From an optimization exercise on the open Yosys and OpenROAD flow, aimed at small area and a short achievable clock period; shortcuts taken in it are not production practice.
RTL that was checked went through simulation tests only; none was proved equivalent to the original.

==> module fp_ones_below, before the edit <==
module fp_ones_below #(
    parameter int W = 24,
    parameter int L = 5      
) (
    input  logic [W-2:0] i_bits,
    output logic [W-1:0] o_ones
);
    logic [W-1:0] lv [0:L];
    assign lv[0] = {i_bits, 1'b1};
    genvar l, i;
    generate
        for (l = 0; l < L; l++) begin : g_lv
            for (i = 0; i < W; i++) begin : g_bit
                if (((i >> l) & 1) == 1) begin : g_and
                    assign lv[l+1][i] = lv[l][i] & lv[l][((i >> l) << l) - 1];
                end else begin : g_pass
                    assign lv[l+1][i] = lv[l][i];
                end
            end
        end
    endgenerate
    assign o_ones = lv[L];
endmodule
==> module fp_round, before the edit <==
module fp_round (
    input  logic        i_norm_sign,
    input  logic [9:0]  i_norm_exp,
    input  logic [26:0] i_norm_sig,
    input  logic        i_norm_zero,
    output logic [31:0] o_result,
    output logic        o_range_invalid
);
    logic [22:0] frac;
    logic        round_up;
    logic [23:0] frac_inc;
    logic [23:0] ones_below;
    logic        carry;
    logic        ovf;
    logic        unf;
    logic        normal;
    logic [7:0]  exp_out;
    logic [7:0]  exp_p1;
    assign frac     = i_norm_sig[25:3];
    assign round_up = i_norm_sig[2] & (i_norm_sig[1] | i_norm_sig[0] | frac[0]);
    fp_ones_below #(.W(24), .L(5)) u_ones (.i_bits(frac), .o_ones(ones_below));
    assign frac_inc = {1'b0, frac} ^ ({24{round_up}} & ones_below);
    assign carry    = round_up & ones_below[23];
    assign ovf    = ~i_norm_zero & ~i_norm_exp[9] & (i_norm_exp[8] | (&i_norm_exp[7:0]));
    assign unf    = ~i_norm_zero & (i_norm_exp[9] | (i_norm_exp[8:0] == 9'd0));
    assign normal = ~i_norm_zero & ~ovf & ~unf;
    assign exp_p1  = i_norm_exp[7:0] + 8'd1;
    assign exp_out = carry ? exp_p1 : i_norm_exp[7:0];
    assign o_result = normal ? {i_norm_sign, exp_out, frac_inc[22:0]} :
                      ovf    ? {i_norm_sign, 8'hff, 23'd0} : 32'd0;
    assign o_range_invalid = ovf | unf | (normal & carry & (i_norm_exp[7:0] == 8'd254));
endmodule
==> module fp_mul, before the edit <==
module fp_mul (
    input  logic [31:0] i_a,
    input  logic [31:0] i_b,
    output logic        o_norm_sign,
    output logic [9:0]  o_norm_exp,
    output logic [26:0] o_norm_sig,
    output logic        o_norm_zero
);
    logic [23:0] sig_a;
    logic [23:0] sig_b;
    logic [47:0] product;
    logic [9:0]  exp_sum;
    logic [9:0]  exp_sum_p1;
    assign sig_a = {(i_a[30:23] != 8'd0), i_a[22:0]};
    assign sig_b = {(i_b[30:23] != 8'd0), i_b[22:0]};
    fp_mul_array u_array (
        .a (sig_a),
        .b (sig_b),
        .p (product)
    );
    assign exp_sum    = {2'b00, i_a[30:23]} + {2'b00, i_b[30:23]} - 10'd127;
    assign exp_sum_p1 = exp_sum + 10'd1;
    assign o_norm_zero = (i_a[30:0] == 31'd0) || (i_b[30:0] == 31'd0);
    assign o_norm_sign = i_a[31] ^ i_b[31];
    assign o_norm_sig  = product[47] ? {product[47:22], |product[21:0]}
                                     : {product[46:21], |product[20:0]};
    assign o_norm_exp  = product[47] ? exp_sum_p1 : exp_sum;
endmodule
==> flow/config.mk <==
export PLATFORM = sky130hd
export DESIGN_NAME = fp_module
export DESIGN_NICKNAME = fp_module
export VERILOG_FILES = /design/flow/design.v
export SDC_FILE = /design/flow/constraint.sdc
export NUM_CORES = 4
export LEC_CHECK = 0
export ABC_AREA = 1
export CAP_MARGIN = 20
export CORE_MARGIN = 2
export CORE_UTILIZATION = 40
export SETUP_SLACK_MARGIN = 4.5
export SLEW_MARGIN = 20
==> flow/constraint.sdc <==
create_clock -name core_clock -period 17.0 [get_ports {i_clk}]
set_input_delay 3.4000 -clock core_clock [delete_from_list [all_inputs] [get_ports {i_clk}]]
set_output_delay 3.4000 -clock core_clock [all_outputs]
set_load 0.01 [all_outputs]
standard.sh (not shown) runs the stock make flow with config.mk's settings and CLKGATE_MAP_FILE= SYNTH_SCRIPT=/design/flow/synth_recipe.tcl, a recipe that flattens the netlist after the stock synthesis.
==> flow/flow/run.sh <==
#!/bin/bash
set -euo pipefail
export BUFFER_PORTS_ARGS="-buffer_cell sky130_fd_sc_hd__buf_1"
R=orfs/results/sky130hd/fp_module/base
bash standard.sh synth > standard_synth.log 2>&1
cp $R/1_2_yosys.v yosys_netlist_standard.v
python3 flow/fixpol.py yosys_netlist_standard.v $R/1_2_yosys.v > fixpol.log 2>&1
rm -f $R/1_synth.odb $R/1_synth.sdc
bash standard.sh finish > standard_flow.log 2>&1
Other scripts of this flow, unchanged in this note and not shown: flow/flow/fixpol.py
Next try:
--- a/flow/design.v
+++ b/flow/design.v
@@ -15,27 +15,4 @@
     typedef logic [32-1:0] fp_class_t;
 endpackage
-module fp_ones_below #(
-    parameter int W = 24,
-    parameter int L = 5      
-) (
-    input  logic [W-2:0] i_bits,
-    output logic [W-1:0] o_ones
-);
-    logic [W-1:0] lv [0:L];
-    assign lv[0] = {i_bits, 1'b1};
-    genvar l, i;
-    generate
-        for (l = 0; l < L; l++) begin : g_lv
-            for (i = 0; i < W; i++) begin : g_bit
-                if (((i >> l) & 1) == 1) begin : g_and
-                    assign lv[l+1][i] = lv[l][i] & lv[l][((i >> l) << l) - 1];
-                end else begin : g_pass
-                    assign lv[l+1][i] = lv[l][i];
-                end
-            end
-        end
-    endgenerate
-    assign o_ones = lv[L];
-endmodule
 module fp_round (
     input  logic        i_norm_sign,
@@ -55,8 +32,12 @@
     logic        normal;
     logic [7:0]  exp_out;
-    logic [7:0]  exp_p1;
     assign frac     = i_norm_sig[25:3];
     assign round_up = i_norm_sig[2] & (i_norm_sig[1] | i_norm_sig[0] | frac[0]);
-    fp_ones_below #(.W(24), .L(5)) u_ones (.i_bits(frac), .o_ones(ones_below));
+    always_comb begin
+        ones_below[0] = 1'b1;
+        for (int i = 1; i < 24; i++) begin
+            ones_below[i] = ones_below[i-1] & frac[i-1];
+        end
+    end
     assign frac_inc = {1'b0, frac} ^ ({24{round_up}} & ones_below);
     assign carry    = round_up & ones_below[23];
@@ -64,6 +45,5 @@
     assign unf    = ~i_norm_zero & (i_norm_exp[9] | (i_norm_exp[8:0] == 9'd0));
     assign normal = ~i_norm_zero & ~ovf & ~unf;
-    assign exp_p1  = i_norm_exp[7:0] + 8'd1;
-    assign exp_out = carry ? exp_p1 : i_norm_exp[7:0];
+    assign exp_out = i_norm_exp[7:0] + {7'd0, carry};
     assign o_result = normal ? {i_norm_sign, exp_out, frac_inc[22:0]} :
                       ovf    ? {i_norm_sign, 8'hff, 23'd0} : 32'd0;
@@ -2071,5 +2051,4 @@
     logic [47:0] product;
     logic [9:0]  exp_sum;
-    logic [9:0]  exp_sum_p1;
     assign sig_a = {(i_a[30:23] != 8'd0), i_a[22:0]};
     assign sig_b = {(i_b[30:23] != 8'd0), i_b[22:0]};
@@ -2079,11 +2058,10 @@
         .p (product)
     );
-    assign exp_sum    = {2'b00, i_a[30:23]} + {2'b00, i_b[30:23]} - 10'd127;
-    assign exp_sum_p1 = exp_sum + 10'd1;
+    assign exp_sum = {2'b00, i_a[30:23]} + {2'b00, i_b[30:23]} - 10'd127;
     assign o_norm_zero = (i_a[30:0] == 31'd0) || (i_b[30:0] == 31'd0);
     assign o_norm_sign = i_a[31] ^ i_b[31];
     assign o_norm_sig  = product[47] ? {product[47:22], |product[21:0]}
                                      : {product[46:21], |product[20:0]};
-    assign o_norm_exp  = product[47] ? exp_sum_p1 : exp_sum;
+    assign o_norm_exp  = exp_sum + {9'd0, product[47]};
 endmodule
 module fp_class (
=>
- final area is higher by a few percent
- die area is lower by a few percent
- sequential cell count stays the same
- clock-buffer cell count is unchanged
- wire length rose slightly
- worst setup slack loses 0.32 ns

========
fp_module, a different RTL version from the one above (not shown whole).
For scale: roughly 3700 cells after synthesis, roughly 100 I/O pins, ~25000 µm² of cells after synthesis.
==> module fp_sub, before the edit <==
module fp_sub (
    input  logic [31:0] i_a,
    input  logic [31:0] i_b,
    output logic        o_norm_sign,
    output logic [9:0]  o_norm_exp,
    output logic [26:0] o_norm_sig,
    output logic        o_norm_zero
);
    logic        a_ge;
    logic        eff_sub;
    logic [7:0]  exp_big;
    logic [7:0]  exp_diff;
    logic [23:0] sig_big;
    logic [23:0] sig_small;
    logic [8:0]  ed_ab;
    logic [26:0] sh [0:5];
    logic [5:0]  st;
    logic        far;
    logic [26:0] small_al;
    logic [27:0] mag;
    logic [4:0]  lz;
    logic [27:0] norm;
    assign a_ge    = (i_a[30:0] >= i_b[30:0]);
    assign eff_sub = (i_a[31] == i_b[31]);
    assign ed_ab    = {1'b0, i_a[30:23]} - {1'b0, i_b[30:23]};
    assign exp_diff = ed_ab[8] ? (i_b[30:23] - i_a[30:23]) : ed_ab[7:0];
    assign exp_big   = a_ge ? i_a[30:23] : i_b[30:23];
    assign sig_big   = a_ge ? {(i_a[30:23] != 8'd0), i_a[22:0]} : {(i_b[30:23] != 8'd0), i_b[22:0]};
    assign sig_small = a_ge ? {(i_b[30:23] != 8'd0), i_b[22:0]} : {(i_a[30:23] != 8'd0), i_a[22:0]};
    assign sh[0] = {sig_small, 3'b000};
    assign st[0] = 1'b0;
    genvar k;
    generate
        for (k = 0; k < 5; k++) begin : g_align
            localparam int S = 1 << (4 - k);
            assign sh[k+1] = exp_diff[4-k] ? (sh[k] >> S) : sh[k];
            assign st[k+1] = st[k] | (exp_diff[4-k] & (|sh[k][S-1:0]));
        end
    endgenerate
    assign far      = |exp_diff[7:5];
    assign small_al = far ? {26'd0, |sig_small} : {sh[5][26:1], sh[5][0] | st[5]};
    assign mag = {1'b0, sig_big, 3'b000} + ({1'b0, small_al} ^ {28{eff_sub}}) + {27'd0, eff_sub};
    fp_lzc32 u_lzc (.i_x({mag, 4'd0}), .o_lz(lz));
    assign norm = mag << lz;
    assign o_norm_zero = (mag == 28'd0);
    assign o_norm_sign = a_ge ? i_a[31] : ~i_b[31];
    assign o_norm_sig  = {norm[27:2], norm[1] | norm[0]};
    assign o_norm_exp  = {2'b00, exp_big} + 10'd1 - {5'd0, lz};
endmodule
==> module fp_lzc32, before the edit <==
module fp_lzc32 (
    input  logic [31:0] i_x,
    output logic [4:0]  o_lz
);
    logic [31:0] v0;
    logic [15:0] v1;
    logic [7:0]  v2;
    logic [3:0]  v3;
    logic [1:0]  v4;
    logic [15:0][0:0] c1;
    logic [7:0][1:0]  c2;
    logic [3:0][2:0]  c3;
    logic [1:0][3:0]  c4;
    assign v0 = i_x;
    genvar g;
    generate
        for (g = 0; g < 16; g++) begin : g_l1
            assign v1[g] = v0[2*g+1] | v0[2*g];
            assign c1[g] = ~v0[2*g+1];
        end
        for (g = 0; g < 8; g++) begin : g_l2
            assign v2[g] = v1[2*g+1] | v1[2*g];
            assign c2[g] = v1[2*g+1] ? {1'b0, c1[2*g+1]} : {1'b1, c1[2*g]};
        end
        for (g = 0; g < 4; g++) begin : g_l3
            assign v3[g] = v2[2*g+1] | v2[2*g];
            assign c3[g] = v2[2*g+1] ? {1'b0, c2[2*g+1]} : {1'b1, c2[2*g]};
        end
        for (g = 0; g < 2; g++) begin : g_l4
            assign v4[g] = v3[2*g+1] | v3[2*g];
            assign c4[g] = v3[2*g+1] ? {1'b0, c3[2*g+1]} : {1'b1, c3[2*g]};
        end
    endgenerate
    assign o_lz = v4[1] ? {1'b0, c4[1]} : {1'b1, c4[0]};
endmodule
export LEC_CHECK = 0
export ABC_AREA = 1
export CAP_MARGIN = 0
export CORE_MARGIN = 2
export CORE_UTILIZATION = 40
export SETUP_SLACK_MARGIN = 5
export SLEW_MARGIN = 0
create_clock -name core_clock -period 17.0 [get_ports {i_clk}]
Scripts as last shown in full above: flow/flow/run.sh
Other scripts of this flow, unchanged in this note and not shown: flow/flow/fixpol.py
Edit:
--- a/flow/design.v
+++ b/flow/design.v
@@ -111,48 +111,18 @@
     assign far      = |exp_diff[7:5];
     assign small_al = far ? {26'd0, |sig_small} : {sh[5][26:1], sh[5][0] | st[5]};
     assign mag = {1'b0, sig_big, 3'b000} + ({1'b0, small_al} ^ {28{eff_sub}}) + {27'd0, eff_sub};
-    fp_lzc32 u_lzc (.i_x({mag, 4'd0}), .o_lz(lz));
+    always_comb begin
+        lz = 5'd27;
+        for (int i = 0; i < 28; i++) begin
+            if (mag[i]) lz = 5'(27 - i);
+        end
+    end
     assign norm = mag << lz;
     assign o_norm_zero = (mag == 28'd0);
     assign o_norm_sign = a_ge ? i_a[31] : ~i_b[31];
     assign o_norm_sig  = {norm[27:2], norm[1] | norm[0]};
     assign o_norm_exp  = {2'b00, exp_big} + 10'd1 - {5'd0, lz};
 endmodule
-module fp_lzc32 (
-    input  logic [31:0] i_x,
-    output logic [4:0]  o_lz
-);
-    logic [31:0] v0;
-    logic [15:0] v1;
-    logic [7:0]  v2;
-    logic [3:0]  v3;
-    logic [1:0]  v4;
-    logic [15:0][0:0] c1;
-    logic [7:0][1:0]  c2;
-    logic [3:0][2:0]  c3;
-    logic [1:0][3:0]  c4;
-    assign v0 = i_x;
-    genvar g;
-    generate
-        for (g = 0; g < 16; g++) begin : g_l1
-            assign v1[g] = v0[2*g+1] | v0[2*g];
-            assign c1[g] = ~v0[2*g+1];
-        end
-        for (g = 0; g < 8; g++) begin : g_l2
-            assign v2[g] = v1[2*g+1] | v1[2*g];
-            assign c2[g] = v1[2*g+1] ? {1'b0, c1[2*g+1]} : {1'b1, c1[2*g]};
-        end
-        for (g = 0; g < 4; g++) begin : g_l3
-            assign v3[g] = v2[2*g+1] | v2[2*g];
-            assign c3[g] = v2[2*g+1] ? {1'b0, c2[2*g+1]} : {1'b1, c2[2*g]};
-        end
-        for (g = 0; g < 2; g++) begin : g_l4
-            assign v4[g] = v3[2*g+1] | v3[2*g];
-            assign c4[g] = v3[2*g+1] ? {1'b0, c3[2*g+1]} : {1'b1, c3[2*g]};
-        end
-    endgenerate
-    assign o_lz = v4[1] ? {1'b0, c4[1]} : {1'b1, c4[0]};
-endmodule
 module fp_mul_array (
     input  logic [23:0] a,
     input  logic [23:0] b,
- The new run finished with timing, DRC and antenna clean
- area after synthesis is lower slightly
- via count is lower by a few percent
- routed wire length is lower by a little under a tenth
- die area is lower slightly
- final area is lower by a few percent
- first-iteration DRC count is lower by about a fifth
- critical path depth is higher by 18
- synthesized cell count is lower by a few percent
- worst setup slack is better by 0.16 ns
- global-route usage is lower by 1.8 points
- final cell count is lower by a few percent
The RTL of the first run of this note was laid out without a check of its function.

## separate check: timing with driven ports
How much do the figures lean on ideal ports? The routed layouts below were timed once more, with nothing changed but the port constraints.
Step 1 (the two cells are an assumption about what drives the block):
set clk [get_ports {i_clk}]
set_driving_cell -lib_cell sky130_fd_sc_hd__clkbuf_16 $clk
set_driving_cell -lib_cell sky130_fd_sc_hd__buf_2 [delete_from_list [all_inputs] $clk]
Step 2 times the ports against the registers' clock, not the clock port: input delays grow and output delays shrink by t, the midpoint of the rising clock arrivals with the driver on.
Slacks: ideal ports / drivers / drivers and shift; pairs: ideal ports / drivers.
| run | t, ns | setup slack, ns | worst setup path after step 2 | worst register clock-pin slew, ns | pins driven straight from the clock port |
|---|---|---|---|---|---|
| the first run of note 1 | 0.310 | 5.065 / 5.039 / 4.729 | input to register | 0.06 / 0.06 | 1 |
| the second run of note 1 | 0.305 | 4.750 / 4.753 / 4.448 | input to register | 0.06 / 0.06 | 1 |
| the first run of note 2 | 0.311 | 5.339 / 5.319 / 5.008 | input to register | 0.05 / 0.05 | 1 |
| the second run of note 2 | 0.308 | 5.497 / 5.408 / 5.100 | input to register | 0.05 / 0.05 | 1 |
After both steps setup and hold are still met in every run listed. For the second run of note 2, which loses most, drivers alone change the setup slack by -0.089 ns; drivers and shift together by -0.397 ns.
